Background: an optimization exercise with open tools, aiming at small area, a short achievable clock period and few clock cycles per item. Do not read the settings as production practice.
Function was checked by simulation only, so behaviour that the tests miss may differ from the original.
Power figures rest on the tool's default switching activity, not on a simulated workload.

==> design.v <==
package pwb_pkg;
   localparam logic [2:0] CLS_FADE        = 3'd0;
   localparam logic [2:0] CLS_SOFT_LEAD   = 3'd1;
   localparam logic [2:0] CLS_SOFT_TRAIL  = 3'd2;
   localparam logic [2:0] CLS_SPLIT_OPEN  = 3'd3;
   localparam logic [2:0] CLS_SPLIT_CLOSE = 3'd4;
   localparam logic [2:0] CLS_DIAMOND     = 3'd5;
   localparam logic [2:0] CLS_DISSOLVE    = 3'd6;
   localparam logic [31:0] HASH_MUL_A = 32'h9e3779b9;
   localparam logic [22:0] HASH_MUL_B = 23'h6b352d;
endpackage
module pwb_weight (
   input  logic [2:0]         cls,
   input  logic               use_y,
   input  logic [2:0]         shoh,    
   input  logic [8:0]         r,
   input  logic [10:0]        hw,
   input  logic signed [14:0] cp,
   input  logic signed [14:0] cm,
   input  logic signed [7:0]  ext,
   input  logic [8:0]         dw,
   input  logic [11:0]        x,
   input  logic [11:0]        y,
   output logic [8:0]         w
);
   logic [11:0]        u;
   logic signed [14:0] tp, tm, t;
   logic               xge, use_p;
   logic [8:0]         w_soft, w_split, w_diam;
   logic [5:0]         dhalf, dax, day;
   logic [4:0]         lmask, xl, yl;
   logic               xt, yt;
   logic signed [8:0]  drhs;
   always_comb begin
      u     = x;   
      tp    = cp + $signed({3'b000, u});
      tm    = cm - $signed({3'b000, u});
      xge   = x >= {1'b0, hw};
      case (cls)
         pwb_pkg::CLS_SOFT_LEAD:  use_p = 1'b1;
         pwb_pkg::CLS_SPLIT_OPEN: use_p = !xge;
         pwb_pkg::CLS_SPLIT_CLOSE: use_p = xge;
         default:                 use_p = 1'b0;
      endcase
      t = use_p ? tp : tm;
      if (t <= 0)        w_soft = 9'd0;
      else if (t >= 255) w_soft = 9'h1ff;
      else               w_soft = 9'(t);
      if (t <= 0)        w_split = 9'd0;
      else if (t >= 127) w_split = 9'h1ff;
      else               w_split = {t[7:0], 1'b0} + {8'd0, (t >= 64)};
      dhalf = shoh[0] ? 6'd32 : (shoh[1] ? 6'd16 : 6'd8);
      lmask = shoh[0] ? 5'd31 : (shoh[1] ? 5'd15 : 5'd7);
      xt    = shoh[0] ? x[5] : (shoh[1] ? x[4] : x[3]);
      yt    = shoh[0] ? y[5] : (shoh[1] ? y[4] : y[3]);
      xl    = x[4:0] & lmask;
      yl    = y[4:0] & lmask;
      dax   = xt ? {1'b0, xl} : dhalf - {1'b0, xl};
      day   = yt ? {1'b0, yl} : dhalf - {1'b0, yl};
      drhs  = $signed({3'b000, day}) + $signed({ext[7], ext});
      w_diam = ($signed({3'b000, dax}) < drhs) ? dw : 9'd0;
      case (cls)
         pwb_pkg::CLS_SOFT_LEAD, pwb_pkg::CLS_SOFT_TRAIL:   w = w_soft;
         pwb_pkg::CLS_SPLIT_OPEN, pwb_pkg::CLS_SPLIT_CLOSE: w = w_split;
         pwb_pkg::CLS_DIAMOND:                              w = w_diam;
         default:                                           w = {r[8], r[7:0] | {8{r[8]}}};
      endcase
   end
endmodule
module pwb_blend_cs (
   input  logic [7:0]  old_c,
   input  logic [7:0]  new_c,
   input  logic [8:0]  sel,     
   output logic [15:0] s,
   output logic [15:0] c
);
   logic [8:0][15:0] row;
   logic [5:0][15:0] a1;
   logic [3:0][15:0] a2;
   logic [2:0][15:0] a3;
   function automatic logic [31:0] csa(input logic [15:0] x, input logic [15:0] y,
                                       input logic [15:0] z);
      logic [15:0] sm, cy;
      sm = x ^ y ^ z;
      cy = ((x & y) | (x & z) | (y & z)) << 1;
      csa = {sm, cy};
   endfunction
   always_comb begin
      row[8] = {8'd0, (sel[8] ? new_c : old_c)};
      for (int i = 0; i < 8; i++) begin
         row[i] = {8'd0, (sel[i] ? new_c : old_c)} << i;
      end
      {a1[0], a1[1]} = csa(row[8], row[0], row[1]);
      {a1[2], a1[3]} = csa(row[2], row[3], row[4]);
      {a1[4], a1[5]} = csa(row[5], row[6], row[7]);
      {a2[0], a2[1]} = csa(a1[0], a1[1], a1[2]);
      {a2[2], a2[3]} = csa(a1[3], a1[4], a1[5]);
      {a3[0], a3[1]} = csa(a2[0], a2[1], a2[2]);
      a3[2] = a2[3];
      {s, c} = csa(a3[0], a3[1], a3[2]);
   end
endmodule
module procedural_wipe_blend (
   input  logic        clock,
   input  logic        reset,
   input  logic        csr_valid,
   output logic        csr_ready,
   input  logic [2:0]  csr_index,
   input  logic [31:0] csr_data,
   input  logic        req_valid,
   output logic        req_ready,
   input  logic [11:0] req_pixel_x,
   input  logic [11:0] req_pixel_y,
   input  logic [7:0]  req_old_red,
   input  logic [7:0]  req_old_green,
   input  logic [7:0]  req_old_blue,
   input  logic [7:0]  req_new_red,
   input  logic [7:0]  req_new_green,
   input  logic [7:0]  req_new_blue,
   output logic        rsp_valid,
   input  logic        rsp_ready,
   output logic [7:0]  rsp_out_red,
   output logic [7:0]  rsp_out_green,
   output logic [7:0]  rsp_out_blue,
   output logic [8:0]  rsp_mix_weight
);
   assign csr_ready = 1'b1;
   logic [2:0]  cls;
   logic        use_y;
   logic [2:0]  shoh;
   logic [8:0]  r;
   logic [11:0] fw, fh;
   logic [31:0] seed;
   logic [2:0]  dec_cls;
   logic        dec_use_y;
   always_comb begin
      dec_use_y = 1'b0;
      case (csr_data[6:0])
         7'd2:          begin dec_cls = pwb_pkg::CLS_SOFT_LEAD;   dec_use_y = 1'b1; end
         7'd3:          begin dec_cls = pwb_pkg::CLS_SOFT_TRAIL;  dec_use_y = 1'b1; end
         7'd4:                dec_cls = pwb_pkg::CLS_SOFT_LEAD;
         7'd5:                dec_cls = pwb_pkg::CLS_SOFT_TRAIL;
         7'd6:                dec_cls = pwb_pkg::CLS_SPLIT_OPEN;
         7'd7:                dec_cls = pwb_pkg::CLS_SPLIT_CLOSE;
         7'd8, 7'd9, 7'd10:   dec_cls = pwb_pkg::CLS_DIAMOND;
         7'd21:               dec_cls = pwb_pkg::CLS_DISSOLVE;
         default:             dec_cls = pwb_pkg::CLS_FADE;
      endcase
   end
   always_ff @(posedge clock) begin
      if (reset) begin
         cls   <= pwb_pkg::CLS_FADE;
         use_y <= 1'b0;
         shoh  <= 3'b001;
         r     <= 9'd0;
         fw    <= 12'd800;
         fh    <= 12'd600;
         seed  <= 32'd0;
      end else if (csr_valid) begin
         case (csr_index)
            3'd0: begin
               cls   <= dec_cls;
               use_y <= dec_use_y;
               shoh  <= {csr_data[1], csr_data[1:0] == 2'd1, csr_data[1:0] == 2'd0};
            end
            3'd1: r    <= (csr_data[8:0] > 9'd256) ? 9'd256 : csr_data[8:0];
            3'd2: fw   <= csr_data[11:0];
            3'd3: fh   <= csr_data[11:0];
            3'd4: seed <= csr_data;
            default: ;
         endcase
      end
   end
   logic        is_soft, is_diss, is_diam, needs_eng;
   logic        restart, start_diss;
   logic        busy;
   logic [4:0]  cnt;
   logic [31:0] acc;
   logic [10:0] hw;
   logic [12:0] base;
   logic [8:0]  factor;
   logic        mbit;
   logic [12:0] base_q;
   assign hw = fw[11:1];
   assign is_soft = (cls == pwb_pkg::CLS_SOFT_LEAD) || (cls == pwb_pkg::CLS_SOFT_TRAIL) ||
                    (cls == pwb_pkg::CLS_SPLIT_OPEN) || (cls == pwb_pkg::CLS_SPLIT_CLOSE);
   assign is_diss = (cls == pwb_pkg::CLS_DISSOLVE);
   assign is_diam = (cls == pwb_pkg::CLS_DIAMOND);
   assign needs_eng = is_soft || is_diss || is_diam;
   always_comb begin
      restart = 1'b0;
      if (csr_valid) begin
         case (csr_index)
            3'd0: restart = 1'b1;
            3'd1: restart = is_soft || is_diam;
            3'd2: restart = is_soft && !use_y;
            3'd3: restart = is_soft && use_y;
            3'd4: restart = is_diss;
            default: restart = 1'b0;
         endcase
      end
      start_diss = (csr_index == 3'd0) ? (dec_cls == pwb_pkg::CLS_DISSOLVE) : is_diss;
      if (cls == pwb_pkg::CLS_SPLIT_OPEN || cls == pwb_pkg::CLS_SPLIT_CLOSE) base = {2'b00, hw} + 13'd127;
      else if (use_y)                                       base = {1'b0, fh} + 13'd255;
      else                                                  base = {1'b0, fw} + 13'd255;
      factor = (cls == pwb_pkg::CLS_SOFT_TRAIL || cls == pwb_pkg::CLS_SPLIT_CLOSE) ? r : (9'd256 - r);
   end
   logic [4:0]  cnt_n;
   logic        pend, ms_q, mb_q;
   logic [4:0]  cnt_m;
   always_comb begin
      if (restart)            cnt_n = start_diss ? 5'd31 : 5'd8;
      else if (busy && !pend) cnt_n = cnt - 5'd1;
      else                    cnt_n = cnt;
      cnt_m = (busy && !pend) ? cnt - 5'd1 : cnt;
      if (is_diss)      mbit = pwb_pkg::HASH_MUL_A[cnt_m];
      else if (is_diam) mbit = r[cnt_m[3:0]];
      else              mbit = factor[cnt_m[3:0]];
   end
   always_ff @(posedge clock) begin
      ms_q   <= mbit && is_diss;    
      mb_q   <= mbit && !is_diss;   
      base_q <= is_diam ? {4'd0, r} : base;
   end
   always_ff @(posedge clock) begin
      if (reset) begin
         busy <= 1'b0;
         pend <= 1'b0;
         cnt  <= 5'd0;
         acc  <= 32'd0;
      end else begin
         cnt <= cnt_n;
         if (restart) begin
            busy <= 1'b1;
            pend <= 1'b1;
            acc  <= 32'd0;
         end else if (pend) begin
            pend <= 1'b0;
         end else if (busy) begin
            acc <= {acc[30:0], 1'b0} + (({32{ms_q}} & seed) | {19'd0, {13{mb_q}} & base_q});
            if (cnt == 5'd0) busy <= 1'b0;
         end
      end
   end
   logic [12:0]        edge_v;
   logic [11:0]        hw2;
   logic signed [14:0] cp_n, cm_n, cp, cm;
   logic [10:0]        r3;
   logic [7:0]         ext_n, ext;
   logic [13:0]        fw3_n, fw3;
   logic [8:0]         dw;
   always_comb begin
      edge_v = acc[20:8];
      hw2    = {hw, 1'b0};
      if (cls == pwb_pkg::CLS_SPLIT_CLOSE) cp_n = $signed({2'b00, edge_v}) - $signed({3'b000, hw2});
      else if (cls == pwb_pkg::CLS_SOFT_LEAD) cp_n = 15'sd255 - $signed({2'b00, edge_v});
      else cp_n = 15'sd127 - $signed({2'b00, edge_v});
      if (cls == pwb_pkg::CLS_SPLIT_OPEN) cm_n = $signed({3'b000, hw2}) + 15'sd127 - $signed({2'b00, edge_v});
      else cm_n = $signed({2'b00, edge_v});
      r3    = {2'b00, r} + {1'b0, r, 1'b0};
      if (shoh[0])      ext_n = 8'(r3 >> 3) - 8'd32;
      else if (shoh[1]) ext_n = 8'(r3 >> 4) - 8'd16;
      else              ext_n = 8'(r3 >> 5) - 8'd8;
      fw3_n = {2'b00, fw} + {1'b0, fw, 1'b0};
      dw    = 9'd16 + acc[17:9];
   end
   always_ff @(posedge clock) begin
      cp  <= cp_n;
      cm  <= cm_n;
      ext <= ext_n;
      fw3 <= fw3_n;
   end
   logic        go;
   logic        rr_q;
   logic        ov;         
   logic [32:0] od;
   assign go        = !ov || rsp_ready;   
   assign req_ready = go && rr_q;
   logic        v0;
   logic [11:0] x0, y0;
   logic [47:0] p0;    
   always_ff @(posedge clock) begin
      if (reset) v0 <= 1'b0;
      else if (go) v0 <= req_valid && rr_q;
   end
   always_ff @(posedge clock) begin
      if (go) begin
         x0 <= use_y ? req_pixel_y : req_pixel_x;   
         y0 <= req_pixel_y;
         p0 <= {req_old_red, req_old_green, req_old_blue,
                req_new_red, req_new_green, req_new_blue};
      end
   end
   logic [8:0] w1_n;
   pwb_weight u_weight (
      .cls   (cls),
      .use_y (use_y),
      .shoh  (shoh),
      .r     (r),
      .hw    (hw),
      .cp    (cp),
      .cm    (cm),
      .ext   (ext),
      .dw    (dw),
      .x     (x0),
      .y     (y0),
      .w     (w1_n)
   );
   function automatic logic [63:0] csa32(input logic [31:0] a, input logic [31:0] b,
                                         input logic [31:0] c);
      logic [31:0] sm, cy;
      sm = a ^ b ^ c;
      cy = ((a & b) | (a & c) | (b & c)) << 1;
      csa32 = {sm, cy};
   endfunction
   function automatic logic [45:0] csa23(input logic [22:0] a, input logic [22:0] b,
                                         input logic [22:0] c);
      logic [22:0] sm, cy;
      sm = a ^ b ^ c;
      cy = ((a & b) | (a & c) | (b & c)) << 1;
      csa23 = {sm, cy};
   endfunction
   logic [7:0][31:0] ir;
   logic [5:0][31:0] il1;
   logic [3:0][31:0] il2;
   logic [2:0][31:0] il3;
   logic [31:0] is_n, ic_n;
   logic [13:0] m;
   always_comb begin
      for (int j = 0; j < 6; j++) begin
         case (y0[2*j +: 2])
            2'd0: m = 14'd0;
            2'd1: m = {2'b00, fw};
            2'd2: m = {1'b0, fw, 1'b0};
            default: m = fw3;
         endcase
         ir[j] = {18'd0, m} << (2 * j);
      end
      ir[6] = {20'd0, x0};
      ir[7] = acc;
      {il1[0], il1[1]} = csa32(ir[0], ir[1], ir[2]);
      {il1[2], il1[3]} = csa32(ir[3], ir[4], ir[5]);
      il1[4] = ir[6];
      il1[5] = ir[7];
      {il2[0], il2[1]} = csa32(il1[0], il1[1], il1[2]);
      {il2[2], il2[3]} = csa32(il1[3], il1[4], il1[5]);
      {il3[0], il3[1]} = csa32(il2[0], il2[1], il2[2]);
      il3[2] = il2[3];
      {is_n, ic_n} = csa32(il3[0], il3[1], il3[2]);
   end
   logic        v1;
   logic [8:0]  w1;    
   logic [47:0] p1;
   logic [31:0] is1, ic1;
   always_ff @(posedge clock) begin
      if (reset) v1 <= 1'b0;
      else if (go) v1 <= v0;
   end
   always_ff @(posedge clock) begin
      if (go) begin
         w1  <= w1_n;
         p1  <= p0;
         is1 <= is_n;
         ic1 <= ic_n;
      end
   end
   logic [2:0][15:0] bs_n;
   logic [2:0][15:0] bc_n;
   for (genvar ch = 0; ch < 3; ch++) begin : g_blend
      pwb_blend_cs u_bl (
         .old_c (p1[47 - 8*ch -: 8]),
         .new_c (p1[23 - 8*ch -: 8]),
         .sel   (w1),
         .s     (bs_n[ch]),
         .c     (bc_n[ch])
      );
   end
   logic [31:0] hv0;
   logic [22:0] h_n;
   always_comb begin
      hv0  = is1 + ic1;
      h_n  = hv0[22:0] ^ {7'd0, hv0[31:16]};
   end
   logic        v2;
   logic [8:0]  w2;
   logic [5:0][15:0] s2, s2_n;
   logic [71:0]      dv1, dv2;
   logic [2:0][15:0] bs2;
   logic [2:0][15:0] bc2;
   logic [22:0] h2;
   logic [47:0] p2;
   always_comb begin
      dv1 = {1'b0, h_n, p1};
      for (int k = 0; k < 6; k++) begin
         if (is_diss) s2_n[k] = {dv1[12*k +: 12], 4'd0};
         else         s2_n[k] = (k < 3) ? bs_n[k] : bc_n[k - 3];
      end
      for (int k = 0; k < 6; k++) dv2[12*k +: 12] = s2[k][15:4];
      for (int k = 0; k < 3; k++) begin
         bs2[k] = s2[k];
         bc2[k] = s2[k + 3];
      end
      p2 = dv2[47:0];
      h2 = dv2[70:48];
   end
   always_ff @(posedge clock) begin
      if (reset) v2 <= 1'b0;
      else if (go) v2 <= v1;
   end
   always_ff @(posedge clock) begin
      if (go) begin
         w2  <= {w1[8], w1[7:0] & {8{!w1[8]}}};
         s2  <= s2_n;
      end
   end
   logic [2:0][7:0] mix;
   logic [2:0][15:0] bsum;
   always_comb begin
      for (int ch = 0; ch < 3; ch++) begin
         bsum[ch] = bs2[ch] + bc2[ch];
         mix[ch]  = bsum[ch][15:8];
      end
   end
   logic [12:0][22:0] hr;
   logic [8:0][22:0] hl1;
   logic [5:0][22:0] hl2;
   logic [3:0][22:0] hl3;
   logic [2:0][22:0] hl4;
   logic [22:0] hs_n, hc_n;
   always_comb begin
      hr[0]  = h2;
      hr[1]  = h2 << 2;
      hr[2]  = h2 << 3;
      hr[3]  = h2 << 5;
      hr[4]  = h2 << 8;
      hr[5]  = h2 << 10;
      hr[6]  = h2 << 12;
      hr[7]  = h2 << 13;
      hr[8]  = h2 << 16;
      hr[9]  = h2 << 17;
      hr[10] = h2 << 19;
      hr[11] = h2 << 21;
      hr[12] = h2 << 22;
      {hl1[0], hl1[1]} = csa23(hr[0], hr[1], hr[2]);
      {hl1[2], hl1[3]} = csa23(hr[3], hr[4], hr[5]);
      {hl1[4], hl1[5]} = csa23(hr[6], hr[7], hr[8]);
      {hl1[6], hl1[7]} = csa23(hr[9], hr[10], hr[11]);
      hl1[8] = hr[12];
      {hl2[0], hl2[1]} = csa23(hl1[0], hl1[1], hl1[2]);
      {hl2[2], hl2[3]} = csa23(hl1[3], hl1[4], hl1[5]);
      {hl2[4], hl2[5]} = csa23(hl1[6], hl1[7], hl1[8]);
      {hl3[0], hl3[1]} = csa23(hl2[0], hl2[1], hl2[2]);
      {hl3[2], hl3[3]} = csa23(hl2[3], hl2[4], hl2[5]);
      {hl4[0], hl4[1]} = csa23(hl3[0], hl3[1], hl3[2]);
      hl4[2] = hl3[3];
      {hs_n, hc_n} = csa23(hl4[0], hl4[1], hl4[2]);
   end
   logic        v3;
   logic [22:0] hs3, hc3;
   logic [47:0] p3;
   always_ff @(posedge clock) begin
      if (reset) v3 <= 1'b0;
      else if (go) v3 <= v2;
   end
   always_ff @(posedge clock) begin
      if (go) begin
         hs3 <= hs_n;
         hc3 <= hc_n;
         p3  <= p2;
      end
   end
   logic [7:0]  hp_lo, hp_h0, hp_h1;
   logic [15:0] hp_c;
   logic        dsel0, dsel1, dsel;
   always_comb begin
      hp_lo = hs3[7:0] + hc3[7:0];
      hp_c  = {1'b0, hs3[14:0]} + {1'b0, hc3[14:0]};
      hp_h0 = hs3[22:15] + hc3[22:15];
      hp_h1 = hs3[22:15] + hc3[22:15] + 8'd1;
      dsel0 = {1'b0, hp_lo ^ hp_h0} < r;
      dsel1 = {1'b0, hp_lo ^ hp_h1} < r;
      dsel  = hp_c[15] ? dsel1 : dsel0;
   end
   logic [32:0] xd;
   logic        xv;
   always_comb begin
      xv = is_diss ? v3 : v2;
      xd = (!is_diss || dsel) ? (is_diss ? {p3[23:0], 9'd256} : {mix[0], mix[1], mix[2], w2})
                              : {p3[47:24], 9'd0};
   end
   always_ff @(posedge clock) begin
      if (reset)   ov <= 1'b0;
      else if (go) ov <= xv;
   end
   always_ff @(posedge clock) begin
      if (go) od <= xd;
   end
   logic busy_n, needs_n;
   always_comb begin
      busy_n  = restart || (busy && (pend || cnt != 5'd0));
      needs_n = (csr_valid && csr_index == 3'd0) ? (dec_cls != pwb_pkg::CLS_FADE) : needs_eng;
   end
   always_ff @(posedge clock) begin
      if (reset) rr_q <= 1'b0;
      else       rr_q <= !(needs_n && busy_n);
   end
   assign rsp_valid      = ov;
   assign rsp_out_red    = od[32:25];
   assign rsp_out_green  = od[24:17];
   assign rsp_out_blue   = od[16:9];
   assign rsp_mix_weight = od[8:0];
endmodule
==> run.sh <==
#!/bin/bash
# synth_recipe.tcl (not shown) runs the flow's synth.tcl, then flattens the netlist and writes it again
# the make line also repeats each setting of config.mk as NAME=value (left out here)
make -C /OpenROAD-flow-scripts/flow DESIGN_CONFIG=/design/flow/config.mk WORK_HOME=/design/flow/orfs CLKGATE_MAP_FILE= SYNTH_SCRIPT=/design/flow/synth_recipe.tcl finish
==> config.mk <==
export PLATFORM = sky130hd
export DESIGN_NAME = procedural_wipe_blend
export DESIGN_NICKNAME = procedural_wipe_blend
export VERILOG_FILES = /design/flow/design.v
export SDC_FILE = /design/flow/constraint.sdc
export NUM_CORES = 4
export LEC_CHECK = 0
export CAP_MARGIN = 20
export CORE_MARGIN = 2
export CORE_UTILIZATION = 55
export SETUP_SLACK_MARGIN = 3.0
export SLEW_MARGIN = 20
==> constraint.sdc <==
create_clock -name core_clock -period 7.0 [get_ports {clock}]
set_input_delay 1.4000 -clock core_clock [delete_from_list [all_inputs] [get_ports {clock}]]
set_output_delay 1.4000 -clock core_clock [all_outputs]
set_load 0.01 [all_outputs]
==> results of run 1 <==
-- layer usage --
metal  vias up  wire length, µm  global-route usage [%]
met3       235             5460                    3.50
met4         0             5650                    13.9
met5         -                0                       0
met2       785            58800                    51.7
met1     14900            49900                    38.5
li1      14500                -                       -
-- power by group --
part	internal [µW]	switching (µW)
Sequential	4920	561
Combinational	4320	4940
Clock	2290	1510
Total	11500	7010
-- through the flow --
step | worst slack (ns) | area (µm²) | cells | hold slack [ns]
final | 3.05 | 48500 | 5317 | 0.415
after global routing | 2.86 | 48500 | 5317 | 0.422
after CTS | 2.98 | 47700 | 5246 | 0.417
after detailed placement | 2.25 | 45100 | 5104 | 0.405
after global placement | 2.29 | 45100 | 5104 | 0.403
after floorplan | 2.74 | 42700 | 4086 | 0.394
-- kinds of logic (layout without fill, tap and decap cells) --
family                     count (synthesis)  count (layout)  synth area share (%)
adders and majority gates                690             690                  25.5
xor gates and xnor gates                 216             216                  4.43
AOI/OAI and AO/OA                        805             805                  11.9
and+or+nand+nor                          944             946                  9.96
other                                      1               3               0.00878
buffers and inverters                    561             748                  4.98
DFF                                      567             567                  35.6
muxes                                    302             302                  7.55
-- cell type report --
class / instances / area, µm²
Inverter: 350 / 1330
Antenna cell: 2 / 5.00
Clock inverter: 39 / 627
Tap cell: 1040 / 1300
Clock buffer: 82 / 1750
Fill cell: 6365 / 28700
Multi-Input combinational cell: 2960 / 25700
Timing Repair Buffer: 277 / 2570
Sequential cell: 567 / 15200
-- registers in the layout, indices dropped and copies added (netlist names), 12 cells and up --
signal  cells
s2         72
p0         48
p1         48
p3         48
od         33
acc        32
is1        32
seed       32
ic1        24
hs3        23
hc3        16
cm         14
cp         14
fw3        14
base_q     13
fh         12
fw         12
x0         12
y0         12
-- worst max path at each step --
stage	start	to	slack (ns)	depth (start not counted)
floorplan	rsp_ready	req_ready	2.74	3
global placement	rsp_ready	req_ready	2.29	4
detailed placement	rsp_ready	req_ready	2.25	4
CTS	hs3[15]	od[22]	2.98	15
global route	hc3[16]	od[21]	2.86	18
finish	hc3[15]	od[21]	3.05	18
-- Yosys cell counts, drive strengths merged, types with 41 or more instances --
cell type,n,share of area (%)
nand2,492,4.3
ha,387,11
edfxtp,386,27
inv,349,3.1
fa,303,14
a21oi,246,2.9
o21ai,207,2.4
dfxtp,181,8.5
clkbuf,179,1.6
mux2i,166,3.9
nor2,163,1.4
xnor2,155,3.2
mux2,134,3.5
xor2,61,1.3
nor2b,53,0.78
a22oi,49,0.86
a21o,44,0.77
and2,41,0.61
-- worst max-delay path, cell delays in order (launching register included) --
cell	delay [ns]
edfxtp_1	0.39
ha_2	0.22
fa_2	0.40
a21oi_2	0.13
nor2_1	0.06
nor2_2	0.18
o21bai_1	0.08
a21oi_1	0.17
xnor2_1	0.17
xor2_1	0.25
xnor2_1	0.15
ha_1	0.25
o21a_1	0.11
o21ai_1	0.13
nand3b_1	0.13
o2111ai_4	0.23
buf_6	0.19
buf_12	0.15
mux2_4	0.32
-- what timing repair did --
action / in CTS / in global routing
pin swaps: 2 / 23
cloned: 2 / 2
resized for setup: 22 / 73
endpoints found under the setup margin: 82 / 66
setup buffers: 19 / 67
==> metrics.md, run 1 <==
| Metric | Value |
|---|---|
| DIE AREA | 0.0799 mm² |
| Share of layout cells above drive strength 1 | 10.4% |
| Peak supply drop | 0.599 mV |
| Maxcap violations | 0 |
| DRC | 0 |
| Post-layout min period | 3.95 ns |
| Row count | 102 |
| Max_slew headroom | 37.8% |
| Total track usage | 30.2% |
| Global placement routability congestion | 0.924 |
| Final Max Slew Viols | 0 |
| Final nets | 5024 |
| Hold buffer count at cts | 0 |
| Syn Nets | 4888 |
| Synth Register Bits | 567 |
| Mapped Avg Cell Area | 10.5 µm² |
| Worst-path clk slew | 0.06 ns |
| Top FF cell, synth | edfxtp_1 |
| Cells after Synth | 4086 |
| Status | finished clean |
| CORE AREA | 0.0772 mm² |
| Antenna violations before repair | 3 |
| Final setup fails | 0 |
| Post-synth ARST share | 0% |
| Setup TNS | 0 ns |
| Post-layout util | 62.9% |
| Worst Path Max Fanout | 7 |
| Final worst path period share | 56.5% |
| Fmax | 0.253 GHz |
| Drt first-iter violations | 2103 |
| CTS Sinks | 567 |
| Port bufs | 146 |
| Worst Path Arrival | 4.32 ns |
| CTS HTree Levels | 3 |
| DR vias/cell | 5.71 |
| Most frequent cells in the layout | nand2_1 (492), edfxtp_1 (386), ha_1 (383) |
| Crit end category | flip-flop |
| Unrepaired setup endpoints after global routing | true |
| Synthesized area | 0.0427 mm² |
| Design Power | 18500 µW |
| Worst Setup Start Kind | flip-flop |
| Synth cell types | 85 |
| Clock Skews | 0.0150 ns |
| Chip width | 283 µm |
| Insertion delay of the later-clocked pin in the worst-skew pair | 0.62 ns |
| CTS Buf Count | 66 |
| Worst hold start | p0[19] |
| First-pass GRT wire length | 181 mm |
| # IOs | 148 |
| FF-to-FF End | od[21] |
| Worst r2r path cells | 18 |
| CP Data Required Time | 7.37 ns |
| Final antenna-violating net count | 0 |
| Hold-critical path depth | 0 |
| Pwr per Cell Area | 382 mW/mm² |
| Leak pwr | 0.0208 µW |
| Final global-route overflow total | 0 |
| Commonest non-fill, non-tap cell in the layout | nand2_1 |
| Final hold viol count | 0 |
| Yosys warnings | 3 |
| Number of global-route vias before repair | 30000 |
| Via count | 30400 |
| Crit path kind | reg2reg |
| Syn-to-layout area delta | 13.6% |
| Slew @ Worst Pin | 0.930 ns |
| First-pass DRT Iterations | 6 |
| CTS Buffer Depth | 3 |
| Reg-to-reg setup timing slack | 3.05 ns |
| Starting density of the core | 55.3% |
| Hold Path Class | reg2reg |
| Routed length per instance | 22.5 µm |
| Post-synth EDFFs | 386 |
| DP HPWL | 88.9 mm |
| Largest net degree at the start of global routing | 146 |
| Root Driver | clkbuf_16 |
| Routed WL | 120 mm |
| Worst r2r src | hc3[15] |
| CTS tree | yes |
| Post-synthesis sequential area ratio | 35.6% |
| Worst hold path endpoint | p1[19] |
| Die height | 283 µm |
Testbench counts, summed over its fixed seeds: cycles 17,177, items 16,384.
==> run 2: changes to the inputs <==
--- a/config.mk
+++ b/config.mk
@@ -9,4 +9,6 @@
 export CORE_MARGIN = 2
 export CORE_UTILIZATION = 55
+export CTS_BUF_LIST = sky130_fd_sc_hd__clkbuf_4
+export CTS_CLUSTER_SIZE = 20
 export SETUP_SLACK_MARGIN = 3.0
 export SLEW_MARGIN = 20
==> run 2 against run 1 <==
Still clean. Worst setup slack worse by 0.015 ns. Via count increased by 2.0%. First-iteration DRC count rose by 1.4%. Hold slack got worse by 0.027 ns. Clock-buffer cell count is 149 higher. Register-to-register slack barely moved. Routed wire length rose by 0.55%. Sequential power about the same. Flip-flop and latch count stayed put. Sequential share of layout area increased by 0.27 points. Total power is 4.4% lower. Critical path type unchanged.
==> metrics.md, run 2 <==
| Metric | Value |
|---|---|
| Synth cell types | 85 (unchanged) |
| First-pass GRT wire length | 182 mm (was 181 mm) |
| First-pass DRT Iterations | 6 (unchanged) |
| Fmax | 0.252 GHz (was 0.253 GHz) |
| Top FF cell, synth | edfxtp_1 (unchanged) |
| Pwr per Cell Area | 368 mW/mm² (was 382 mW/mm²) |
| Synth Register Bits | 567 (unchanged) |
| Via count | 31000 (was 30400) |
| Antenna violations before repair | 4 (was 3) |
| Hold Path Class | reg2reg (unchanged) |
| CORE AREA | 0.0772 mm² (unchanged) |
| DP HPWL | 88.9 mm (unchanged) |
| CTS Buf Count | 159 (was 66) |
| Yosys top cell area share | 27.1% (unchanged) |
| Status | finished clean (unchanged) |
| Most frequent cells in the layout | nand2_1 (492), edfxtp_1 (386), ha_1 (381) (was nand2_1 (492), edfxtp_1 (386), ha_1 (383)) |
| Worst r2r path cells | 16 (was 18) |
| Slew @ Worst Pin | 0.944 ns (was 0.930 ns) |
| Port bufs | 146 (unchanged) |
| Post-synth EDFFs | 386 (unchanged) |
| Crit end category | flip-flop (unchanged) |
| DR vias/cell | 5.65 (was 5.71) |
| Worst hold start | p0[15] (was p0[19]) |
| Setup TNS | 0 ns (unchanged) |
| Total track usage | 30.5% (was 30.2%) |
| Routed length per instance | 22.0 µm (was 22.5 µm) |
| Met1 Use GR | 38.3% (was 38.5%) |
| Final global-route overflow total | 0 (unchanged) |
| Max_slew headroom | 36.9% (was 37.8%) |
| Met3 GRT Util | 4.26% (was 3.50%) |
| FF-to-FF End | od[29] (was od[21]) |
| CTS Sinks | 567 (unchanged) |
| GR peak layer | met2 (unchanged) |
| Post-synth top cells | nand2_1 (492), ha_1 (387), edfxtp_1 (386) (unchanged) |
| Final Max Slew Viols | 0 (unchanged) |
| Met2 usage | 52.5% (was 51.7%) |
| Post-Place Cell Area | 0.0451 mm² (unchanged) |
| Syn-to-layout area delta | 12.7% (was 13.6%) |
| Worst Path Arrival | 4.70 ns (was 4.32 ns) |
| Synthesized area | 0.0427 mm² (unchanged) |
| Worst Path Max Fanout | 6 (was 7) |
| Die height | 283 µm (unchanged) |
| Most frequent cell after synthesis | nand2_1 (unchanged) |
| Commonest non-fill, non-tap cell in the layout | nand2_1 (unchanged) |
| Post-synth ARST share | 0% (unchanged) |
| Starting density of the core | 55.3% (unchanged) |
| Worst Setup Start Kind | flip-flop (unchanged) |
| Unrepaired setup endpoints after global routing | true (unchanged) |
| Number of global-route vias before repair | 30700 (was 30000) |
| Post-synthesis sequential area ratio | 35.6% (unchanged) |
| Hold buffer count at cts | 0 (unchanged) |
| Final hold viol count | 0 (unchanged) |
| Routed WL | 120 mm (about the same) |
| Peak supply drop | 0.610 mV (was 0.599 mV) |
| Leak pwr | 0.0207 µW (was 0.0208 µW) |
| Syn Nets | 4888 (unchanged) |
| Row count | 102 (unchanged) |
| Crit path kind | reg2reg (unchanged) |
| Chip width | 283 µm (unchanged) |
| Largest area contributor in the netlist | edfxtp_1 (unchanged) |
| Final setup fails | 0 (unchanged) |
| Fin area | 0.0481 mm² (was 0.0485 mm²) |
| Worst-path clk slew | 0.07 ns (was 0.06 ns) |
| CTS HTree Levels | 4 (was 3) |
| CP Data Required Time | 7.73 ns (was 7.37 ns) |
| Largest Register | s2 (unchanged) |
| Fin Hold WS | 0.388 ns (was 0.415 ns) |
| DIE AREA | 0.0799 mm² (unchanged) |
| # IOs | 148 (unchanged) |
| Final antenna-violating net count | 0 (unchanged) |
| DRC | 0 (unchanged) |
| Root Driver | clkbuf_4 (was clkbuf_16) |
| Largest register FFs | 72 (unchanged) |
| Largest net degree at the start of global routing | 146 (unchanged) |
| CTS Buffer Depth | 3 (unchanged) |
| Maxcap violations | 0 (unchanged) |
| Worst hold path endpoint | p1[15] (was p1[19]) |
| Design Power | 17700 µW (was 18500 µW) |
| Post-layout min period | 3.97 ns (was 3.95 ns) |
| Yosys warnings | 3 (unchanged) |
| Final nets | 5110 (was 5024) |
| Largest cells by area after synthesis | edfxtp_1 (27%), fa_1 (14%), ha_1 (11%) (unchanged) |
| Global placement routability congestion | 0.924 (unchanged) |
| Cells after Synth | 4086 (unchanged) |
| Mapped Avg Cell Area | 10.5 µm² (unchanged) |
| Insertion delay of the later-clocked pin in the worst-skew pair | 1.02 ns (was 0.62 ns) |
| Hold-critical path depth | 0 (unchanged) |
| Drt first-iter violations | 2132 (was 2103) |
| Clock Skews | 0.0756 ns (was 0.0150 ns) |
| CTS tree | yes (unchanged) |
| Final worst path period share | 56.7% (was 56.5%) |
| Share of layout cells above drive strength 1 | 13.2% (was 10.4%) |
| Worst r2r src | hc3[15] (unchanged) |
| Reg-to-reg setup timing slack | 3.03 ns (was 3.05 ns) |
run 2: how the worst max path moves through the flow:
stage                     startpoint         to  slack, ns  cells after the start
final                        hc3[15]     od[29]       3.03                     16
after global routing         hs3[16]     od[19]       2.83                     18
after CTS                    hs3[15]     od[21]       2.95                     15
after detailed placement   rsp_ready  req_ready       2.25                      4
after global placement     rsp_ready  req_ready       2.29                      4
after floorplan            rsp_ready  req_ready       2.74                      3
run 2: cell families after synthesis:
group	after synthesis	share of synthesized area, %
multiplexers	302	7.55
AND/OR/NAND/NOR	944	9.96
AO/OA/AOI/OAI	805	11.9
flip-flops	567	35.6
adder cells (fa/ha/maj)	690	25.5
other	1	0.00878
buffers and inverters	561	4.98
XOR/XNOR	216	4.43
run 2: cell type report:
cell class / instances / area [µm²]
antenna: 9 / 22.5
clock buffer: 231 / 1730
clock inverter: 52 / 288
fill: 6557 / 29100
inverter: 350 / 1340
multi-input combinational: 2960 / 25700
sequential: 567 / 15200
tap: 1040 / 1300
timing repair buffer: 270 / 2510
run 2: what timing repair did:
item                       CTS  global route
buffers inserted            20            59
gates cloned                 2             2
resized for setup           22            66
hold endpoints to repair     0             0
setup endpoints to repair   84            59
pin swaps                    3            23
run 2: power by group:
part           total [µW]  switching [µW]  internal [µW]
clock                3050            1450           1590
sequential           5480             565           4920
combinational        9190            4910           4280
run 2: layer usage:
layer	wire, µm	share of wire, %	up-vias
li1	-	-	14700
met2	59400	49	881
met5	0	0	-
met4	5350	4.4	0
met1	50200	42	15100
met3	5370	4.5	227
run 2: per-stage QoR:
stage          setup slack, ns  utilization (%)  cells
6_report                  3.03             62.3   5479
5_1_grt                   2.83             62.3   5477
4_1_cts                   2.95             61.3   5409
3_5_place_dp              2.25             58.3   5104
3_3_place_gp              2.29             58.3   5104
2_1_floorplan             2.74                -   4086
run 2: worst max-delay path, stage by stage, from the launching register on:
cell       delay (ns)
edfxtp_1         0.39
ha_2             0.22
fa_2             0.60
ha_1             0.25
xor2_1           0.15
ha_1             0.26
a21boi_1         0.12
o21a_1           0.20
o21ai_2          0.11
a21oi_1          0.07
o21a_1           0.17
o21ai_1          0.13
nand3b_1         0.13
o2111ai_4        0.25
clkbuf_16        0.21
buf_12           0.12
mux2_2           0.32
==> run 3: changes to the inputs <==
--- a/design.v
+++ b/design.v
@@ -274,5 +274,7 @@
    logic        rr_q;
    logic        ov;         
-   logic [32:0] od;
+   logic [23:0] oa, ob;      
+   logic        osel;        
+   logic [8:0]  ow;
    assign go        = !ov || rsp_ready;   
    assign req_ready = go && rr_q;
@@ -482,11 +484,6 @@
       dsel  = hp_c[15] ? dsel1 : dsel0;
    end
-   logic [32:0] xd;
-   logic        xv;
-   always_comb begin
-      xv = is_diss ? v3 : v2;
-      xd = (!is_diss || dsel) ? (is_diss ? {p3[23:0], 9'd256} : {mix[0], mix[1], mix[2], w2})
-                              : {p3[47:24], 9'd0};
-   end
+   logic xv;
+   assign xv = is_diss ? v3 : v2;
    always_ff @(posedge clock) begin
       if (reset)   ov <= 1'b0;
@@ -494,5 +491,10 @@
    end
    always_ff @(posedge clock) begin
-      if (go) od <= xd;
+      if (go) begin
+         oa   <= is_diss ? p3[23:0] : {mix[0], mix[1], mix[2]};
+         ob   <= p3[47:24];
+         osel <= !is_diss || dsel;
+         ow   <= is_diss ? {dsel, 8'd0} : w2;
+      end
    end
    logic busy_n, needs_n;
@@ -506,7 +508,7 @@
    end
    assign rsp_valid      = ov;
-   assign rsp_out_red    = od[32:25];
-   assign rsp_out_green  = od[24:17];
-   assign rsp_out_blue   = od[16:9];
-   assign rsp_mix_weight = od[8:0];
+   assign rsp_out_red    = osel ? oa[23:16] : ob[23:16];
+   assign rsp_out_green  = osel ? oa[15:8]  : ob[15:8];
+   assign rsp_out_blue   = osel ? oa[7:0]   : ob[7:0];
+   assign rsp_mix_weight = ow;
 endmodule
==> flow/run.sh (new file) <==
#!/bin/bash
# Standard layout, with the smallest buffer as the port buffer.
set -e
ls -la > run_files.log 2>&1
cat config.mk > run_config_before.log 2>&1
echo 'export BUFFER_PORTS_ARGS = -buffer_cell sky130_fd_sc_hd__buf_1' >> config.mk
bash standard.sh > standard.log 2>&1
==> standard.sh (new file) <==
#!/bin/bash
# synth_recipe.tcl (not shown) runs the flow's synth.tcl, then flattens the netlist and writes it again
# the make line also repeats each setting of config.mk as NAME=value (left out here)
make -C /OpenROAD-flow-scripts/flow DESIGN_CONFIG=/design/flow/config.mk WORK_HOME=/design/flow/orfs CLKGATE_MAP_FILE= SYNTH_SCRIPT=/design/flow/synth_recipe.tcl "${@:-finish}"
--- a/config.mk
+++ b/config.mk
@@ -9,6 +9,7 @@
 export CORE_MARGIN = 2
 export CORE_UTILIZATION = 55
-export CTS_BUF_LIST = sky130_fd_sc_hd__clkbuf_4
-export CTS_CLUSTER_SIZE = 20
+export CTS_BUF_LIST = sky130_fd_sc_hd__clkbuf_8
+export CTS_CLUSTER_SIZE = 25
 export SETUP_SLACK_MARGIN = 3.0
 export SLEW_MARGIN = 20
+export BUFFER_PORTS_ARGS = -buffer_cell sky130_fd_sc_hd__buf_1
removed: run.sh
==> run 3 against run 2 <==
Via count increased by 0.60%. Clock power increased by 9.5%. Worst setup slack improved by 0.10 ns. Largest cell class unchanged.
==> metrics.md, run 3 <==
| Metric | Value |
|---|---|
| Routed WL | 122 mm (was 120 mm) |
| Starting density of the core | 55.6% (was 55.3%) |
| Final Max Slew Viols | 0 (unchanged) |
| Peak supply drop | 0.428 mV (was 0.610 mV) |
| # IOs | 148 (unchanged) |
| Antenna violations before repair | 4 (unchanged) |
| Most frequent cells in the layout | nand2_1 (545), edfxtp_1 (411), ha_1 (384) (was nand2_1 (492), edfxtp_1 (386), ha_1 (381)) |
| Mapped Avg Cell Area | 10.4 µm² (was 10.5 µm²) |
| DR vias/cell | 5.70 (was 5.65) |
| Final nets | 5132 (was 5110) |
| Row count | 103 (was 102) |
| Max_slew headroom | 30.7% (was 36.9%) |
| Die height | 286 µm (was 283 µm) |
| Hold Path Class | reg2reg (unchanged) |
| Final worst path period share | 55.2% (was 56.7%) |
| Syn Nets | 4998 (was 4888) |
| Post-synth EDFFs | 411 (was 386) |
| Drt first-iter violations | 2453 (was 2132) |
| Yosys top cell area share | 28.2% (was 27.1%) |
| Slowest cell on crit path | edfxtp_1 (was fa_2) |
| Worst Setup Start Kind | flip-flop (unchanged) |
| Critical Path Max Stage Delay | 0.69 ns (was 0.60 ns) |
| Setup TNS | 0 ns (unchanged) |
| Final antenna-violating net count | 0 (unchanged) |
| Top delay family on crit path | adder cells (unchanged) |
| CP Data Required Time | 7.44 ns (was 7.73 ns) |
| Post-synthesis sequential area ratio | 36.4% (was 35.6%) |
| Share of layout cells above drive strength 1 | 10.3% (was 13.2%) |
| Synth Register Bits | 592 (was 567) |
| CTS Sinks | 592 (was 567) |
| FILL cells | 6823 (was 6557) |
| Root Driver | clkbuf_8 (was clkbuf_4) |
| Post-synth top cells | nand2_1 (545), edfxtp_1 (411), ha_1 (387) (was nand2_1 (492), ha_1 (387), edfxtp_1 (386)) |
| Via count | 31200 (was 31000) |
| CTS Buf Count | 106 (was 159) |
| CORE AREA | 0.0789 mm² (was 0.0772 mm²) |
| Slew @ Worst Pin | 1.04 ns (was 0.944 ns) |
| DRC | 0 (unchanged) |
| Yosys warnings | 3 (unchanged) |
| Most used cell, CP | fa_1 |
| Worst-path cell chain | nor2b_2 -> a22oi_1 -> fa_1 -> fa_1 -> fa_1 -> inv_1 -> fa_1 (was ha_2 -> fa_2 -> ha_1 -> xor2_1 -> ha_1 -> a21boi_1 -> o21a_1 -> o21ai_2 -> a21oi_1 -> o21a_1 -> o21ai_1 -> nand3b_1 -> o2111ai_4 -> clkbuf_16 -> buf_12 -> mux2_2) |
| Largest Register | s2 (unchanged) |
| Worst-path clk slew | 0.06 ns (was 0.07 ns) |
| Pwr per Cell Area | 372 mW/mm² (was 368 mW/mm²) |
| Insertion delay of the later-clocked pin in the worst-skew pair | 0.73 ns (was 1.02 ns) |
| Port bufs | 146 (unchanged) |
| Leak pwr | 0.0205 µW (was 0.0207 µW) |
| Largest net degree at the start of global routing | 177 (was 146) |
| Synth cell types | 85 (unchanged) |
| Final hold viol count | 0 (unchanged) |
| Largest register FFs | 72 (unchanged) |
| Maxcap violations | 0 (unchanged) |
| CTS Buffer Depth | 3 (unchanged) |
| Top FF cell, synth | edfxtp_1 (unchanged) |
| Worst path bufs/invs | 1 (was 2) |
| Total track usage | 30.1% (was 30.5%) |
| Fmax | 0.259 GHz (was 0.252 GHz) |
| Post-synth ARST share | 0% (unchanged) |
| Number of global-route vias before repair | 31200 (was 30700) |
| DP HPWL | 92.0 mm (was 88.9 mm) |
| Worst Path Arrival | 4.31 ns (was 4.70 ns) |
| Largest cells by area after synthesis | edfxtp_1 (28%), fa_1 (14%), ha_1 (11%) (was edfxtp_1 (27%), fa_1 (14%), ha_1 (11%)) |
| Post-layout min period | 3.86 ns (was 3.97 ns) |
| Hold buffer count at cts | 0 (unchanged) |
| Chip width | 286 µm (was 283 µm) |
| Post-Place Setup Slack | 2.43 ns (was 2.25 ns) |
| DIE AREA | 0.0819 mm² (was 0.0799 mm²) |
| Setup WS post-layout | 3.14 ns (was 3.03 ns) |
| First-pass GRT wire length | 188 mm (was 182 mm) |
| Unrepaired setup endpoints after global routing | false (was true) |
| Status | finished clean (unchanged) |
| Worst Path Max Fanout | 15 (was 6) |
| Most frequent cell after synthesis | nand2_1 (unchanged) |
| Final setup fails | 0 (unchanged) |
| Syn-to-layout area delta | 9.47% (was 12.7%) |
| CTS HTree Levels | 3 (was 4) |
| Synthesized area | 0.0438 mm² (was 0.0427 mm²) |
| Crit path kind | reg2reg (unchanged) |
| Final global-route overflow total | 0 (unchanged) |
| First-pass DRT Iterations | 6 (unchanged) |
| Routed length per instance | 22.4 µm (was 22.0 µm) |
| CTS tree | yes (unchanged) |
| Clock Skews | 0.0419 ns (was 0.0756 ns) |
| Cells after Synth | 4196 (was 4086) |
| Global placement routability congestion | 0.948 (was 0.924) |
| Commonest non-fill, non-tap cell in the layout | nand2_1 (unchanged) |
| Largest area contributor in the netlist | edfxtp_1 (unchanged) |
| Crit end category | flip-flop (unchanged) |
[run 3: cell count changes after synthesis, sizes merged, moves of 7 or more]
cell,previous run,this run
buf,32,39
o211ai,10,23
a22o,40,25
a211oi,23,37
a22oi,49,42
o2111ai,11,3
edfxtp,386,411
nor2,163,180
nand2,492,546
o21ai,207,218
inv,349,337
[run 3: power breakdown]
part	leakage, µW	switching (µW)	total (µW)	internal (µW)
Sequential	0.00600	524	5660	5140
Combinational	0.0133	4930	8870	3930
Clock	0.00121	1530	3340	1810
Total	0.0205	6990	17900	10900
[run 3: layout make-up]
cell class | count | area (µm²) | share of cell area (%)
clock buffers | 117 | 1610 | 3.36
clock inverters | 79 | 569 | 1.19
diodes | 3 | 7.51 | 0.0157
well taps | 1050 | 1310 | 2.74
flip-flops and latches | 592 | 16000 | 33.3
inverters | 339 | 1270 | 2.66
repair buffers | 248 | 1350 | 2.82
multi-input cells | 3043 | 25900 | 53.9
[run 3: routing by layer]
layer	GRT usage [%]	up-vias	routed length (µm)
li1	-	14800	-
met1	39.0	15200	51300
met2	50.0	926	58400
met3	3.62	247	5910
met4	15.5	2	6840
met5	0	-	11
[run 3: stage by stage]
step           total power, µW  instances  area (µm²)  utilization, %  hold WS (ns)
3_3_place_gp             14300       5212       45200            57.3         0.401
4_1_cts                  18000       5427       47500            60.3         0.376
5_1_grt                  19700       5469       48000            60.8         0.405
2_1_floorplan            11800       4196       43800               -         0.394
6_report                 17900       5471       48000            60.8         0.390
3_5_place_dp             14500       5212       45200            57.3         0.405
[run 3: worst register-to-register path, delay by kind of cell, from the launching register on]
kind	cells	cell delay, ns
compound gates	1	0.22
simple gates	1	0.58
buf+inv	1	0.05
flops	1	0.69
fa+ha+maj	4	2.06
[run 3: cell families after synthesis]
kind of cell             after synthesis  synth area share [%]
AND/OR/NAND/NOR                     1015                  10.4
AO/OA/AOI/OAI                        812                  11.6
adder cells (fa/ha/maj)              690                  24.9
flip-flops                           592                  36.4
buffers and inverters                561                  4.87
multiplexers                         303                  7.35
XOR/XNOR                             222                  4.44
other                                  1               0.00856
[run 3: final timing paths]
kind,startpoint,to,slack (ns),depth (start not counted)
worst max-delay path,y0[7],is1[10],3.14,7
worst min-delay path,p3[25],ob[1],0.39,0
worst max register to register,y0[7],is1[10],3.14,7
worst min register to register,p3[25],ob[1],0.39,0
[run 3: what timing repair did]
item	CTS	global route
pin swaps	2	3
gates resized for setup	14	27
cloned	0	0
buffers inserted	19	41
setup endpoints to repair	40	44
Testbench counts of run 3, summed over its fixed seeds: cycles 17,177, items 16,384.
==> run 4: changes to the inputs <==
==> flow/run.sh (replaced) <==
#!/bin/bash
# Standard layout (the standard.sh), with the smallest buffer as the
# port buffer.
set -e
echo 'export BUFFER_PORTS_ARGS = -buffer_cell sky130_fd_sc_hd__buf_1' >> config.mk
bash standard.sh > standard.log 2>&1
--- a/config.mk
+++ b/config.mk
@@ -11,5 +11,5 @@
 export CTS_BUF_LIST = sky130_fd_sc_hd__clkbuf_8
 export CTS_CLUSTER_SIZE = 25
-export SETUP_SLACK_MARGIN = 3.0
+export SETUP_SLACK_MARGIN = 3.4
 export SLEW_MARGIN = 20
 export BUFFER_PORTS_ARGS = -buffer_cell sky130_fd_sc_hd__buf_1
==> run 4 against run 3 <==
Via count increased by 3.3%. Clock power is 5% lower. Utilization grew 2.6 points. Routed wire length increased by 4.4%. Critical endpoint is now is1[7].
==> metrics.md, run 4 <==
| Metric | Value |
|---|---|
| Hold buffer count at cts | 0 (unchanged) |
| Final global-route overflow total | 0 (unchanged) |
| DRC | 0 (unchanged) |
| DR vias/cell | 5.72 (was 5.70) |
| Cells after Synth | 4196 (unchanged) |
| Post-synth ARST share | 0% (unchanged) |
| First-pass DRT Iterations | 6 (unchanged) |
| Mux share of post-synthesis cell area | 7.35% (unchanged) |
| Met1 Use GR | 39.7% (was 39.0%) |
| Yosys top cell area share | 28.2% (unchanged) |
| Syn-to-layout area delta | 14.2% (was 9.47%) |
| Row count | 103 (unchanged) |
| CORE AREA | 0.0789 mm² (unchanged) |
| Post-Place Cell Area | 0.0452 mm² (about the same) |
| Slew @ Worst Pin | 1.28 ns (was 1.04 ns) |
| Met3 GRT Util | 4.14% (was 3.62%) |
| Top FF cell, synth | edfxtp_1 (unchanged) |
| Final worst path period share | 51.7% (was 55.2%) |
| Largest net degree at the start of global routing | 179 (was 177) |
| Mapped Avg Cell Area | 10.4 µm² (unchanged) |
| Worst Path Max Fanout | 7 (was 15) |
| Unrepaired setup endpoints after global routing | true (was false) |
| Number of global-route vias before repair | 31900 (was 31200) |
| Most frequent cells in the layout | nand2_1 (541), edfxtp_1 (411), ha_1 (381) (was nand2_1 (545), edfxtp_1 (411), ha_1 (384)) |
| DIE AREA | 0.0819 mm² (unchanged) |
| Synthesized area | 0.0438 mm² (unchanged) |
| Fraction of the mapped netlist area in adder cells | 24.9% (unchanged) |
| Largest register FFs | 72 (unchanged) |
| Post-synthesis sequential area ratio | 36.4% (unchanged) |
| Largest area contributor in the netlist | edfxtp_1 (unchanged) |
| Main combinational cell family by area after synthesis | adder cells (unchanged) |
| Post-synth EDFFs | 411 (unchanged) |
| Post-layout util | 63.4% (was 60.8%) |
| Fmax | 0.276 GHz (was 0.259 GHz) |
| First-pass GRT wire length | 193 mm (was 188 mm) |
| CP Data Required Time | 7.49 ns (was 7.44 ns) |
| Status | finished clean (unchanged) |
| Final setup fails | 0 (unchanged) |
| Drt first-iter violations | 2502 (was 2453) |
| CTS Buf Count | 103 (was 106) |
| Total track usage | 30.9% (was 30.1%) |
| Largest cells by area after synthesis | edfxtp_1 (28%), fa_1 (14%), ha_1 (11%) (unchanged) |
| Root Driver | clkbuf_8 (unchanged) |
| Final nets | 5299 (was 5132) |
| Worst-path cell chain | inv_2 -> ha_4 -> a22oi_1 -> o21ai_1 -> fa_1 -> inv_1 -> fa_1 -> inv_1 -> fa_1 -> fa_1 (was nor2b_2 -> a22oi_1 -> fa_1 -> fa_1 -> fa_1 -> inv_1 -> fa_1) |
| CTS Sinks | 592 (unchanged) |
| Worst-path clk slew | 0.07 ns (was 0.06 ns) |
| Setup TNS | 0 ns (unchanged) |
| Maxcap violations | 0 (unchanged) |
| GR peak layer | met2 (unchanged) |
| Met2 usage | 52.1% (was 50.0%) |
| Yosys warnings | 3 (unchanged) |
| CTS tree | yes (unchanged) |
| Fin area | 0.0500 mm² (was 0.0480 mm²) |
| Max_slew headroom | 14.3% (was 30.7%) |
| XOR/XNOR Fraction of Synth Area | 4.44% (unchanged) |
| Compound-gate portion of the synthesized area | 11.6% (unchanged) |
| Worst Setup Start Kind | flip-flop (unchanged) |
| Synth Register Bits | 592 (unchanged) |
| Most frequent cell after synthesis | nand2_1 (unchanged) |
| Share of layout cells above drive strength 1 | 15.6% (was 10.3%) |
| Worst Path Arrival | 4.11 ns (was 4.31 ns) |
| Antenna violations before repair | 6 (was 4) |
| CTS Buffer Depth | 3 (unchanged) |
| Pwr per Cell Area | 363 mW/mm² (was 372 mW/mm²) |
| Leak pwr | 0.0215 µW (was 0.0205 µW) |
| Syn Nets | 4998 (unchanged) |
| FILL cells | 6586 (was 6823) |
| Global placement routability congestion | 0.923 (was 0.948) |
| DP HPWL | 91.3 mm (was 92.0 mm) |
| Crit path kind | reg2reg (unchanged) |
| Insertion delay of the later-clocked pin in the worst-skew pair | 0.77 ns (was 0.73 ns) |
| CTS HTree Levels | 3 (unchanged) |
| Die height | 286 µm (unchanged) |
| Synth cell types | 85 (unchanged) |
| Final antenna-violating net count | 0 (unchanged) |
| # IOs | 148 (unchanged) |
| Clock Skews | 0.0315 ns (was 0.0419 ns) |
| Largest Register | s2 (unchanged) |
| Critical Path Max Stage Delay | 0.56 ns (was 0.69 ns) |
| Chip width | 286 µm (unchanged) |
| Post-layout min period | 3.62 ns (was 3.86 ns) |
| Post-synth top cells | nand2_1 (545), edfxtp_1 (411), ha_1 (387) (unchanged) |
| Most used cell, CP | fa_1 (unchanged) |
| Slowest cell on crit path | fa_1 (was edfxtp_1) |
| Port bufs | 146 (unchanged) |
| Simple-gate share of the synthesized area | 10.4% (unchanged) |
| Via count | 32200 (was 31200) |
| Final Max Slew Viols | 0 (unchanged) |
| Crit end category | flip-flop (unchanged) |
| Final hold viol count | 0 (unchanged) |
| Routed length per instance | 22.7 µm (was 22.4 µm) |
| Routed WL | 128 mm (was 122 mm) |
| Peak supply drop | 0.385 mV (was 0.428 mV) |
| Hold Path Class | reg2reg (unchanged) |
| Commonest non-fill, non-tap cell in the layout | nand2_1 (unchanged) |
| Starting density of the core | 55.6% (unchanged) |
-- run 4: cell count changes in the layout (fill, tap and decap cells not counted), sizes merged --
cell      change
buf         +162
clkinvlp     +11
diode         +1
clkinv       -10
bufinv        -2
nand2         +1
-- run 4: cell type report --
cell class	count	area (µm²)	area share, %
timing repair buffer	417	3070	6.13
clock buffer	110	1510	3.03
antenna	4	10.0	0.0200
tap	1050	1310	2.63
clock inverter	78	503	1.01
sequential	592	16000	32.0
multi-input combinational	3044	26300	52.6
inverter	339	1320	2.64
-- run 4: critical path: cells and delay by family (launching register included) --
kind	cells	cell delay, ns
buffers and inverters	3	0.22
AOI/OAI and AO/OA	2	0.28
DFF	1	0.53
adders and majority gates	5	2.31
-- run 4: path summary, 6_finish.rpt --
kind	to	cells after the start	startpoint	slack, ns
min reg2reg	p1[15]	0	p0[15]	0.41
max reg2reg	is1[7]	10	y0[1]	3.38
max	is1[7]	10	y0[1]	3.38
min	p1[15]	0	p0[15]	0.41
-- run 4: timing repair --
| item | CTS | global route |
|---|---|---|
| pin swaps | 21 | 43 |
| endpoints found under the setup margin | 169 | 85 |
| buffers inserted | 101 | 118 |
| resized for setup | 91 | 149 |
| cloned | 1 | 7 |
-- run 4: metrics by stage --
stage | hold WS, ns | power (µW) | instances | setup slack, ns
after global routing | 0.416 | 19900 | 5632 | 3.27
after detailed placement | 0.406 | 14400 | 5215 | 2.43
after CTS | 0.414 | 18000 | 5505 | 3.37
after global placement | 0.401 | 14400 | 5215 | 2.60
final | 0.411 | 18100 | 5634 | 3.38
after floorplan | 0.394 | 11800 | 4196 | 2.68
-- run 4: logic make-up after synthesis --
group	Yosys count
and+or+nand+nor	1015
adders and majority gates	690
AOI/OAI and AO/OA	812
other	1
xor gates and xnor gates	222
DFF	592
muxes	303
buffers and inverters	561
-- run 4: power breakdown --
group	leakage (µW)	switching (µW)	total, µW	internal (µW)
logic	0.0143	5070	9340	4270
clock network	0.00116	1530	3180	1650
registers	0.00600	492	5630	5140
-- run 4: layer usage --
layer | up-vias | routed length (µm) | part of all wire, %
met5 | - | 23 | 0.018
met4 | 4 | 7000 | 5.5
met3 | 293 | 7120 | 5.6
met2 | 1076 | 61300 | 48
met1 | 15600 | 52300 | 41
li1 | 15200 | - | -
==> run 5: changes to the inputs <==
--- a/config.mk
+++ b/config.mk
@@ -11,5 +11,5 @@
 export CTS_BUF_LIST = sky130_fd_sc_hd__clkbuf_8
 export CTS_CLUSTER_SIZE = 25
-export SETUP_SLACK_MARGIN = 3.4
+export SETUP_SLACK_MARGIN = 3.2
 export SLEW_MARGIN = 20
 export BUFFER_PORTS_ARGS = -buffer_cell sky130_fd_sc_hd__buf_1
==> run 5 against run 4 <==
Area after synthesis is the same. Final cell count shrank 2.3%. Utilization shrank 2.0 points. Flip-flop and latch count is the same. Clock power grew 5%. Via count shrank 2.6%. Critical path depth is the same. Clock skew grew 0.011 ns. Design area shrank 3.2%. Global-route usage shrank 0.66 points. Critical path type unchanged. Critical endpoint is now s2[22].
==> metrics.md, run 5 <==
| Metric | Value |
|---|---|
| Clock Skews | 0.0427 ns (was 0.0315 ns) |
| DRC | 0 (unchanged) |
| Final nets | 5165 (was 5299) |
| Largest net degree at the start of global routing | 177 (was 179) |
| Worst hold start | p3[25] (was p0[15]) |
| Commonest non-fill, non-tap cell in the layout | nand2_1 (unchanged) |
| Via count | 31400 (was 32200) |
| Synthesized area | 0.0438 mm² (unchanged) |
| Pwr per Cell Area | 370 mW/mm² (was 363 mW/mm²) |
| Met2 usage | 50.6% (was 52.1%) |
| Maxcap violations | 0 (unchanged) |
| Insertion delay of the later-clocked pin in the worst-skew pair | 0.74 ns (was 0.77 ns) |
| CORE AREA | 0.0789 mm² (unchanged) |
| Syn-to-layout area delta | 10.6% (was 14.2%) |
| Most frequent cell after synthesis | nand2_1 (unchanged) |
| Synth Register Bits | 592 (unchanged) |
| Port bufs | 146 (unchanged) |
| CTS Sinks | 592 (unchanged) |
| Crit end category | flip-flop (unchanged) |
| Most used cell, CP | fa_1 (unchanged) |
| Worst-path cell chain | buf_4 -> mux2_2 -> fa_1 -> inv_1 -> fa_1 -> inv_1 -> fa_1 -> fa_1 -> nand2_1 -> nand2_1 (was inv_2 -> ha_4 -> a22oi_1 -> o21ai_1 -> fa_1 -> inv_1 -> fa_1 -> inv_1 -> fa_1 -> fa_1) |
| Final setup fails | 0 (unchanged) |
| Crit path kind | reg2reg (unchanged) |
| Post-synth ARST share | 0% (unchanged) |
| Worst r2r src | w1[8] (was y0[1]) |
| Worst Path Arrival | 4.14 ns (was 4.11 ns) |
| Final global-route overflow total | 0 (unchanged) |
| Final worst path period share | 53.2% (was 51.7%) |
| Largest register FFs | 72 (unchanged) |
| DR vias/cell | 5.70 (was 5.72) |
| CTS tree | yes (unchanged) |
| Syn Nets | 4998 (unchanged) |
| Yosys warnings | 3 (unchanged) |
| Worst Setup Start Kind | flip-flop (unchanged) |
| Worst-path clk slew | 0.06 ns (was 0.07 ns) |
| Largest Register | s2 (unchanged) |
| GR peak layer | met2 (unchanged) |
| Post-synth EDFFs | 411 (unchanged) |
| FILL cells | 6798 (was 6586) |
| Die height | 286 µm (unchanged) |
| # IOs | 148 (unchanged) |
| Post-synth top cells | nand2_1 (545), edfxtp_1 (411), ha_1 (387) (unchanged) |
| Slew @ Worst Pin | 1.04 ns (was 1.28 ns) |
| Most frequent cells in the layout | nand2_1 (544), edfxtp_1 (411), ha_1 (384) (was nand2_1 (541), edfxtp_1 (411), ha_1 (381)) |
| Largest area contributor in the netlist | edfxtp_1 (unchanged) |
| CTS HTree Levels | 3 (unchanged) |
| Synth cell types | 85 (unchanged) |
| Fmax | 0.269 GHz (was 0.276 GHz) |
| DP HPWL | 92.0 mm (was 91.3 mm) |
| Critical Path Max Stage Delay | 0.52 ns (was 0.56 ns) |
| Post-layout min period | 3.72 ns (was 3.62 ns) |
| Final hold viol count | 0 (unchanged) |
| Yosys top cell area share | 28.2% (unchanged) |
| Total track usage | 30.3% (was 30.9%) |
| First-pass DRT Iterations | 6 (unchanged) |
| Post-layout util | 61.4% (was 63.4%) |
| Routed length per instance | 22.4 µm (was 22.7 µm) |
| Share of layout cells above drive strength 1 | 11.5% (was 15.6%) |
| Top FF cell, synth | edfxtp_1 (unchanged) |
| Final antenna-violating net count | 0 (unchanged) |
| Hold Path Class | reg2reg (unchanged) |
| Number of global-route vias before repair | 31300 (was 31900) |
| Unrepaired setup endpoints after global routing | false (was true) |
| Setup TNS | 0 ns (unchanged) |
| Post-Place Cell Area | 0.0452 mm² (about the same) |
| Mapped Avg Cell Area | 10.4 µm² (unchanged) |
| Placed cell count | 5212 (was 5215) |
| Cell Count, Final, Fillers Out | 5503 (was 5634) |
| Fin area | 0.0485 mm² (was 0.0500 mm²) |
| Slowest cell on crit path | fa_1 (unchanged) |
| First-pass GRT wire length | 189 mm (was 193 mm) |
| Met3 GRT Util | 3.64% (was 4.14%) |
| Drt first-iter violations | 2543 (was 2502) |
| Final Max Slew Viols | 0 (unchanged) |
| Worst Path Max Fanout | 34 (was 7) |
| CP Data Required Time | 7.42 ns (was 7.49 ns) |
| Row count | 103 (unchanged) |
| Global placement routability congestion | 0.948 (was 0.923) |
| Routed WL | 123 mm (was 128 mm) |
| Max_slew headroom | 30.8% (was 14.3%) |
| Antenna violations before repair | 5 (was 6) |
| DIE AREA | 0.0819 mm² (unchanged) |
| CTS Buffer Depth | 3 (unchanged) |
| Cells after Synth | 4196 (unchanged) |
| Chip width | 286 µm (unchanged) |
| Worst Setup SP | w1[8] (was y0[1]) |
| Root Driver | clkbuf_8 (unchanged) |
| Largest cells by area after synthesis | edfxtp_1 (28%), fa_1 (14%), ha_1 (11%) (unchanged) |
| Leak pwr | 0.0207 µW (was 0.0215 µW) |
| Status | finished clean (unchanged) |
| Post-synthesis sequential area ratio | 36.4% (unchanged) |
| CTS Buf Count | 106 (was 103) |
| Starting density of the core | 55.6% (unchanged) |
| Peak supply drop | 0.417 mV (was 0.385 mV) |
| Met1 Use GR | 39.2% (was 39.7%) |
==> run 5: final timing paths <==
path	slack (ns)	to	cells after the start
max	3.28	s2[22]	10
min	0.39	ob[1]	0
max reg2reg	3.28	s2[22]	10
min reg2reg	0.39	ob[1]	0
==> run 5: layout make-up <==
cell class	count	area, µm²	area share (%)
sequential	592	16000	33.0
clock buffer	117	1610	3.32
inverter	339	1290	2.67
clock inverter	79	569	1.17
multi-input combinational	3043	26000	53.7
tap	1050	1310	2.71
antenna	2	5.00	0.0103
timing repair buffer	281	1650	3.40
==> run 5: metal layers <==
| metal | share of wire [%] | vias to the layer above |
|---|---|---|
| li1 | - | 14900 |
| met1 | 42 | 15300 |
| met2 | 48 | 921 |
| met3 | 4.8 | 260 |
| met4 | 5.3 | 4 |
| met5 | 0.019 | - |
==> run 5: cells by family after synthesis <==
family / after synthesis / share of synthesized area [%]
other cells: 1 / 0.00856
compound gates: 812 / 11.6
simple gates: 1015 / 10.4
mux: 303 / 7.35
flops: 592 / 36.4
xor+xnor: 222 / 4.44
buf+inv: 561 / 4.87
fa+ha+maj: 690 / 24.9
==> run 5: report_power, final <==
part / internal [µW] / switching, µW / total (µW)
Clock: 1810 / 1540 / 3340
Combinational: 3970 / 4990 / 8960
Sequential: 5140 / 493 / 5630
==> run 5: critical path, delay by kind of cell (launching register included) <==
| family | cells | cell delay [ns] |
|---|---|---|
| buffers and inverters | 3 | 0.58 |
| DFF | 1 | 0.32 |
| muxes | 1 | 0.41 |
| adders and majority gates | 4 | 1.91 |
| and+or+nand+nor | 2 | 0.21 |
==> run 5: timing repair <==
item,CTS,global route
pin swaps,4,13
hold buffers,0,0
setup endpoints to repair,80,47
resized for setup,25,73
buffers inserted,47,46
==> run 5: through the flow <==
stage          setup WS [ns]  hold slack [ns]  total power [µW]
2_1_floorplan           2.68            0.394             11800
3_3_place_gp            2.63            0.401             14300
3_5_place_dp            2.43            0.405             14500
4_1_cts                 3.21            0.376             18100
5_1_grt                 3.17            0.406             19700
6_report                3.28            0.392             17900

## afterwards: timing with drivers on the ports
In the flow no input, the clock included, has a driving cell. The finished layouts below were timed again as built, in two steps.
Step 1: set_driving_cell puts a clkbuf_16 on clock and a buf_2 on each other input, an assumption about the parent block.
Step 2 times the ports against the registers' clock, not the clock port: input delays grow and output delays shrink by t, the midpoint of the rising clock arrivals with the driver on.
Three values: ideal, step 1, step 2; two values: the first two.
run	t (ns)	setup slack, ns	worst setup path after step 2	slew at the worst register clock pin (ns)	cell pins on the clock port's net
run 1	0.687	3.046 / 3.046 / 2.984	input to register	0.07 / 0.07	1
run 2	1.054	3.032 / 3.032 / 2.957	input to register	0.08 / 0.08	1
run 3	0.778	3.137 / 3.137 / 3.137	register to register	0.07 / 0.07	1
run 4	0.822	3.383 / 3.383 / 3.108	input to register	0.07 / 0.07	1
run 5	0.784	3.277 / 3.277 / 3.277	register to register	0.07 / 0.07	1
After both steps every run listed still meets setup and hold. For run 4, which loses most, drivers alone change the setup slack by 0.000 ns; drivers and shift together by -0.275 ns.
